Context: an optimization exercise on an open-source flow, tuned for small area and a short achievable clock period. The choices shown serve that exercise and are no tape-out recipe.
In this exercise RTL edits were held to simulation tests only and were not proved equivalent to the original.
Power figures rest on the tool's default switching activity, not on a simulated workload.

==> flow/design.v <==
module pool2x2_stream #(
    parameter int DATA_W   = 16,
    parameter int MAX_COLS = 256,
    parameter int DIM_W    = 9
) (
    input  logic                     pclk,
    input  logic                     rst,
    input  logic [DIM_W-1:0]         cfg_cols,
    input  logic [DIM_W-1:0]         cfg_rows,
    input  logic                     cfg_avg,
    input  logic                     in_valid,
    input  logic                     in_sof,
    input  logic signed [DATA_W-1:0] in_data,
    output logic                     out_valid,
    output logic signed [DATA_W-1:0] out_data,
    output logic                     out_eol,
    output logic                     out_eof,
    output logic                     cfg_err
);
    localparam int DEPTH  = MAX_COLS / 2;
    localparam int ADDR_W = (DEPTH > 1) ? $clog2(DEPTH) : 1;
    localparam logic [DIM_W:0] MAX_COLS_W = (DIM_W+1)'(MAX_COLS);
    logic [DIM_W-1:0]         col_q, col_d, row_q, row_d;
    logic [DIM_W-1:0]         cols_q, cols_d, rows_q, rows_d;
    logic                     avg_q, avg_d, ok_q, ok_d, err_q, err_d;
    logic signed [DATA_W-1:0] p0_q, p0_d;
    logic                     out_vld_q, out_vld_d, out_eol_q, out_eol_d, out_eof_q, out_eof_d;
    logic signed [DATA_W-1:0] out_dat_q, out_dat_d;
    logic signed [DATA_W:0]   mem [DEPTH];
    logic signed [DATA_W:0]   buf_rd_q;
    logic                     sof, cfg_legal, avg_e, ok_e;
    logic [DIM_W-1:0]         cols_e, rows_e, pos_c, pos_r;
    logic                     odd_c, odd_r, last_c, last_r, fire;
    logic signed [DATA_W:0]   p0x, inx, h;
    logic signed [DATA_W+1:0] bx, hx, vsum, vmax;
    logic signed [DATA_W-1:0] res, res_f;
    logic                     buf_we, buf_re;
    logic [ADDR_W-1:0]        buf_addr;
    assign cfg_legal = (cfg_cols >= DIM_W'(2)) && (cfg_rows >= DIM_W'(2)) &&
                       ({1'b0, cfg_cols} <= MAX_COLS_W);
    always_comb begin
        sof    = in_valid && in_sof;
        cols_e = sof ? cfg_cols : cols_q;
        rows_e = sof ? cfg_rows : rows_q;
        avg_e  = sof ? cfg_avg : avg_q;
        ok_e   = sof ? cfg_legal : ok_q;
        pos_c  = sof ? '0 : col_q;
        pos_r  = sof ? '0 : row_q;
        odd_c  = pos_c[0];
        odd_r  = pos_r[0];
        last_c = (pos_c == cols_e - DIM_W'(1));
        last_r = (pos_r == rows_e - DIM_W'(1));
        p0x  = {p0_q[DATA_W-1], p0_q};
        inx  = {in_data[DATA_W-1], in_data};
        h    = avg_e ? (p0x + inx) : ((p0_q > in_data) ? p0x : inx);
        bx   = {buf_rd_q[DATA_W], buf_rd_q};
        hx   = {h[DATA_W], h};
        vsum = bx + hx;
        vmax = (bx > hx) ? bx : hx;
        res  = avg_e ? DATA_W'(vsum >>> 2) : DATA_W'(vmax);
        res_f = res;
        fire     = in_valid && ok_e && odd_c && odd_r;
        buf_we   = in_valid && ok_e && odd_c && !odd_r && !last_r;
        buf_re   = in_valid && ok_e && !odd_c && odd_r;
        buf_addr = ADDR_W'(pos_c >> 1);
    end
    always_comb begin
        col_d     = col_q;
        row_d     = row_q;
        cols_d    = cols_q;
        rows_d    = rows_q;
        avg_d     = avg_q;
        ok_d      = ok_q;
        err_d     = err_q;
        p0_d      = p0_q;
        out_vld_d = 1'b0;
        out_eol_d = 1'b0;
        out_eof_d = 1'b0;
        out_dat_d = out_dat_q;
        if (in_valid) begin
            cols_d = cols_e;
            rows_d = rows_e;
            avg_d  = avg_e;
            ok_d   = ok_e;
            if (sof) begin
                err_d = !cfg_legal;
            end
            if (!odd_c) begin
                p0_d = in_data;
            end
            if (last_c) begin
                col_d = '0;
                row_d = last_r ? '0 : pos_r + DIM_W'(1);
            end else begin
                col_d = pos_c + DIM_W'(1);
                row_d = pos_r;
            end
            if (fire) begin
                out_vld_d = 1'b1;
                out_dat_d = res_f;
                out_eol_d = ((pos_c >> 1) == (cols_e >> 1) - DIM_W'(1));
                out_eof_d = ((pos_c >> 1) == (cols_e >> 1) - DIM_W'(1)) &&
                            ((pos_r >> 1) == (rows_e >> 1) - DIM_W'(1));
            end
        end
    end
    always_ff @(posedge pclk or posedge rst) begin
        if (rst) begin
            col_q     <= '0;
            row_q     <= '0;
            cols_q    <= '0;
            rows_q    <= '0;
            avg_q     <= 1'b0;
            ok_q      <= 1'b0;
            err_q     <= 1'b0;
            p0_q      <= '0;
            out_vld_q <= 1'b0;
            out_eol_q <= 1'b0;
            out_eof_q <= 1'b0;
            out_dat_q <= '0;
        end else begin
            col_q     <= col_d;
            row_q     <= row_d;
            cols_q    <= cols_d;
            rows_q    <= rows_d;
            avg_q     <= avg_d;
            ok_q      <= ok_d;
            err_q     <= err_d;
            p0_q      <= p0_d;
            out_vld_q <= out_vld_d;
            out_eol_q <= out_eol_d;
            out_eof_q <= out_eof_d;
            out_dat_q <= out_dat_d;
        end
    end
    always_ff @(posedge pclk) begin
        if (buf_we) begin
            mem[buf_addr] <= h;
        end else if (buf_re) begin
            buf_rd_q <= mem[buf_addr];
        end
    end
    assign out_valid = out_vld_q;
    assign out_data  = out_dat_q;
    assign out_eol   = out_eol_q;
    assign out_eof   = out_eof_q;
    assign cfg_err   = err_q;
endmodule
==> flow/run.sh <==
#!/bin/bash
# synth_recipe.tcl (not shown) runs the flow's synth.tcl, then flattens the netlist and writes it again
# the make line also repeats each setting of config.mk as NAME=value (left out here)
make -C /OpenROAD-flow-scripts/flow DESIGN_CONFIG=/design/flow/config.mk WORK_HOME=/design/flow/orfs CLKGATE_MAP_FILE= SYNTH_SCRIPT=/design/flow/synth_recipe.tcl finish
==> flow/config.mk <==
export PLATFORM = sky130hd
export DESIGN_NAME = pool2x2_stream
export DESIGN_NICKNAME = pool2x2_stream
export VERILOG_FILES = /design/flow/design.v
export SDC_FILE = /design/flow/constraint.sdc
export NUM_CORES = 4
export LEC_CHECK = 0
export CAP_MARGIN = 20
export CORE_MARGIN = 2
export CORE_UTILIZATION = 40
export SLEW_MARGIN = 20
==> flow/constraint.sdc <==
create_clock -name core_clock -period 5.3 [get_ports {pclk}]
set_input_delay 1.0600 -clock core_clock [delete_from_list [all_inputs] [get_ports {pclk}]]
set_output_delay 1.0600 -clock core_clock [all_outputs]
set_load 0.01 [all_outputs]
==> metrics.md <==
| Metric | Value |
|---|---|
| Synth cell types | `86` |
| #FFs+latches synth | `2267` |
| IR drop worst, VDD | `432 uV` |
| Leakage | `35.9 nW` |
| Average size of a mapped cell | `15.8 um2` |
| Total GRT Usage | `0.255` |
| Fillers | `19.1k` |
| GRT overflow | `0` |
| Largest net degree at the start of global routing | `129` |
| CTS tree | `yes` |
| Reg2reg end | `out_dat_q[10]$_DFFE_PP0P_` |
| Final Hold Vio Count | `0` |
| Residual DRC count | `0` |
| Reg2reg setup slack | `350 ps` |
| Layout Nets | `6428` |
| CP Launch Type | `input port` |
| Clk sinks | `2267` |
| Final std cells w/o fill | `9491` |
| Die height | `480 um` |
| Pre-antenna DRT Iters | `8` |
| First DRT Iteration DRCs | `8096` |
| Crit end category | `flip-flop` |
| Power Dens Cells | `469 nW/um2` |
| Post-synthesis async set-or-reset flop share | `0.0326` |
| Least-Margin Pin Slew | `1310 ps` |
| Area Growth Syn to Fin | `18.7%` |
| Share of cells above drive strength 1 | `0.191` |
| CP Class | `input port to flip-flop` |
| Worst r2r path cells | `26` |
| Hold buffers post-CTS | `0` |
| Clock Skews | `37.9 ps` |
| Max_slew headroom | `0.123` |
| Max-cap violation count | `0` |
| Die span in x | `480 um` |
| Hold depth | `1` |
| Per-cell routed wire length | `31.5 um` |
| Met1 WL | `118 mm` |
| Ys Warns | `1` |
| IO Pins | `59` |
| Slack of the critical path | `147 ps` |
| CTS buffer count | `219` |
| Area of the multi-input gates | `22200 um2` |
| Worst hold path class | `flip-flop to flip-flop` |
| Via/cell ratio | `6.06` |
| Fin util | `0.478` |
| Vias in the first global route | `55.0k` |
| Die area | `231000 um2` |
| Core ar. | `225000 um2` |
| CP arrival | `5880 ps` |
| Mapped Area | `90700 um2` |
| Tmin final | `5150 ps` |
| WL met2 | `137 mm` |
| WL met3 | `30.6 mm` |
| Fmax | `194 MHz` |
| # rows | `174` |
| DP HPWL | `181 mm` |
| CTS Buffer Depth | `3` |
| Placed cell count | `9074` |
| Design Area, Final | `108000 um2` |
| Post-synth EDFFs | `2193` |
| Initial Util | `0.403` |
| GP Congestion | `0.928` |
| Worst-path maximum fanout | `8` |
| Worst setup path end | `out_dat_q[10]$_DFFE_PP0P_` |
| FF/Latch Area | `67700 um2` |
| CTS H-tree lvls | `4` |
| Main synth FF type | `edfxtp_1` |
| Final Routed Wirelength | `299 mm` |
| Clk slew on worst S/H paths | `60 ps` |
| Area after DPL | `100000 um2` |
| First-pass GRT wire length | `421 mm` |
| Antenna violation net count after detailed routing | `0` |
| Root Buffer Master | `clkbuf_16` |
| Syn_nets | `5861` |
| Skew-Pair Late Insertion Delay | `880 ps` |
| Vias | `57.5k` |
| CP Launch Point | `in_data[9]` |
| Fin crit share | `0.972` |
| Data required time at the worst endpoint | `6030 ps` |
| RR Startpoint | `p0_q[0]$_DFFE_PP0P_` |
| DR top layer | `met5` |
| Final setup fails | `0` |
| Outcome | `timing/DRC/antenna clean` |
| Initial antenna violation count | `16` |
| Max-slew violation count | `0` |
| Place WS | `-1170 ps` |
| Cells after Synth | `5745` |
| Seq/Total Area, Yosys | `0.747` |
| IO buf count | `58` |
==> where the power goes <==
group          internal, mW  switching (mW)
Sequential             21.4           0.159
Clock                  8.24            6.78
Combinational          4.26            9.63
==> placed cells by master (no fill, tap or decap), types with 43 or more instances in the layout <==
master and instances:
clkdlybuf4s50_1 46, clkbuf_16 221, buf_12 118, inv_1 62, ha_1 60, a221oi_1 120, clkinv_2 47, a222oi_1 59
nor2_2 80, o22ai_1 162, mux2i_1 533, nor2_1 265, nand2_1 334, a21oi_1 352, a22oi_1 57, a211oi_1 50
clkinv_1 59, mux2_2 87, nor3_1 74, edfxtp_1 2193, o21ai_0 204, buf_4 508, dfrtp_1 70, clkbuf_1 43
==> how the worst min path moves through the flow <==
stage | startpoint | endpoint | slack, ps
after CTS | err_q$_DFFE_PP0P_ | err_q$_DFFE_PP0P_ | 490
after detailed placement | err_q$_DFFE_PP0P_ | err_q$_DFFE_PP0P_ | 480
after global routing | err_q$_DFFE_PP0P_ | err_q$_DFFE_PP0P_ | 530
after global placement | err_q$_DFFE_PP0P_ | err_q$_DFFE_PP0P_ | 480
after floorplan | cols_q[8]$_DFFE_PP0P_ | cols_q[8]$_DFFE_PP0P_ | 480
final | err_q$_DFFE_PP0P_ | err_q$_DFFE_PP0P_ | 490
==> per-layer routing <==
| layer | global-route usage | vias to the layer above |
|---|---|---|
| li1 | - | 24000 |
| met1 | 0.350 | 29600 |
| met2 | 0.397 | 3311 |
| met3 | 0.0519 | 605 |
| met4 | 0.101 | 14 |
| met5 | 0 | - |
==> what timing repair did <==
item                                    4_1_cts  5_1_grt
pin swaps                                     4       22
endpoints found under the setup margin       16       16
gates resized for setup                      15       54
cloned                                        0        0
setup buffers                                 3        6
==> cells in the mapped netlist, types with 20 or more instances <==
cell	number	area (um2)
xnor2_1	30	263
buf_1	83	312
a221o_1	34	340
a2111oi_0	21	184
mux2i_1	536	5370
o21ai_0	232	1160
o22ai_1	162	1010
a211oi_1	53	398
a21oi_1	360	1800
nand4_1	20	125
buf_2	69	345
nor2_1	355	1330
clkbuf_1	186	698
mux2_2	87	980
nand2_1	339	1270
a222oi_1	59	591
nand3_1	37	185
dfrtp_1	74	1850
xor2_1	25	219
and3_1	28	175
a22oi_1	57	428
ha_1	76	951
a22o_1	20	175
a221oi_1	120	1050
nor3_1	76	380
o221ai_1	43	377
edfxtp_1	2193	65900
o31ai_1	22	165
a31oi_1	33	206
inv_1	73	274
==> cell type report <==
cell class / instances / share of cell area
diodes: 2 / 0.0000465
multi-input cells: 3061 / 0.207
flip-flops and latches: 2267 / 0.629
clock inverters: 142 / 0.0103
inverters: 76 / 0.00273
well taps: 2992 / 0.0348
clock buffers: 264 / 0.0529
repair buffers: 687 / 0.0632
==> sequential cells by signal, indices dropped and copies added (netlist names) <==
name	cells
buf_rd_q	17
ok_q	1
cols_q	9
rows_q	9
p0_q	16
out_eof_q	1
out_dat_q	16
out_eol_q	1
avg_q	1
mem	2176
out_vld_q	1
col_q	9
row_q	9
err_q	1
==> kinds of logic (layout without fill, tap and decap cells) <==
| family | after synthesis | after routing | synth area share |
|---|---|---|---|
| compound gates | 1356 | 1356 | 0.101 |
| buf+inv | 417 | 1169 | 0.0184 |
| simple gates | 936 | 936 | 0.0447 |
| xor+xnor | 55 | 55 | 0.00531 |
| flops | 2267 | 2267 | 0.747 |
| fa+ha+maj | 77 | 77 | 0.0107 |
| other cells | 0 | 2 | 0 |
| mux | 637 | 637 | 0.0735 |
==> per-stage QoR <==
step	total power, mW	setup TNS, ps	hold WS, ps
after CTS	50.2	0	493
after global placement	35.2	-187080	484
after floorplan	28.5	-373550	480
after detailed placement	35.4	-247320	479
after global routing	51.7	-158	527
final	50.5	0	485
==> critical path: stages <==
cell and delay (ps):
clkdlybuf4s50_1 480, inv_1 80, ha_4 280, nand4_1 130, buf_4 180, o41ai_2 330
a41o_1 230, o21a_4 180, buf_4 120, mux2_2 340, nand2_1 110, o21ai_4 70
ha_1 310, buf_4 140, inv_1 70, a2111oi_4 360, buf_4 170, o41ai_2 80
o211ai_1 330, o21ai_2 120, a21oi_4 190, buf_12 170, buf_12 100, mux2i_1 170
o21ai_1 70

re-timing with driven ports:
Ports are ideal in the flow. The routed layout listed here was re-timed in OpenROAD.
Step 1: set_driving_cell puts a clkbuf_16 on pclk and a buf_2 on each other input, an assumption about the parent block.
Step 2 adds t to the input delays and takes it off the output delays; t is the mean of the earliest and latest rising clock arrival at the registers after step 1. Input paths then give back, and output paths get back, about the clock's delay inside the block.
Slacks: ideal / step 1 / step 2; pairs: ideal / step 1.
shift t [ns]: 0.960
setup WS [ns]: 0.147 / 0.209 / -0.751
clock arrival spread, ns: 0.038 / 0.039
worst data-port slew with drivers (ns): 0.05
Met with ideal ports but missed after step 2: setup timing in this run. For this run, drivers alone change the setup slack by +0.062 ns; drivers and shift together by -0.898 ns.
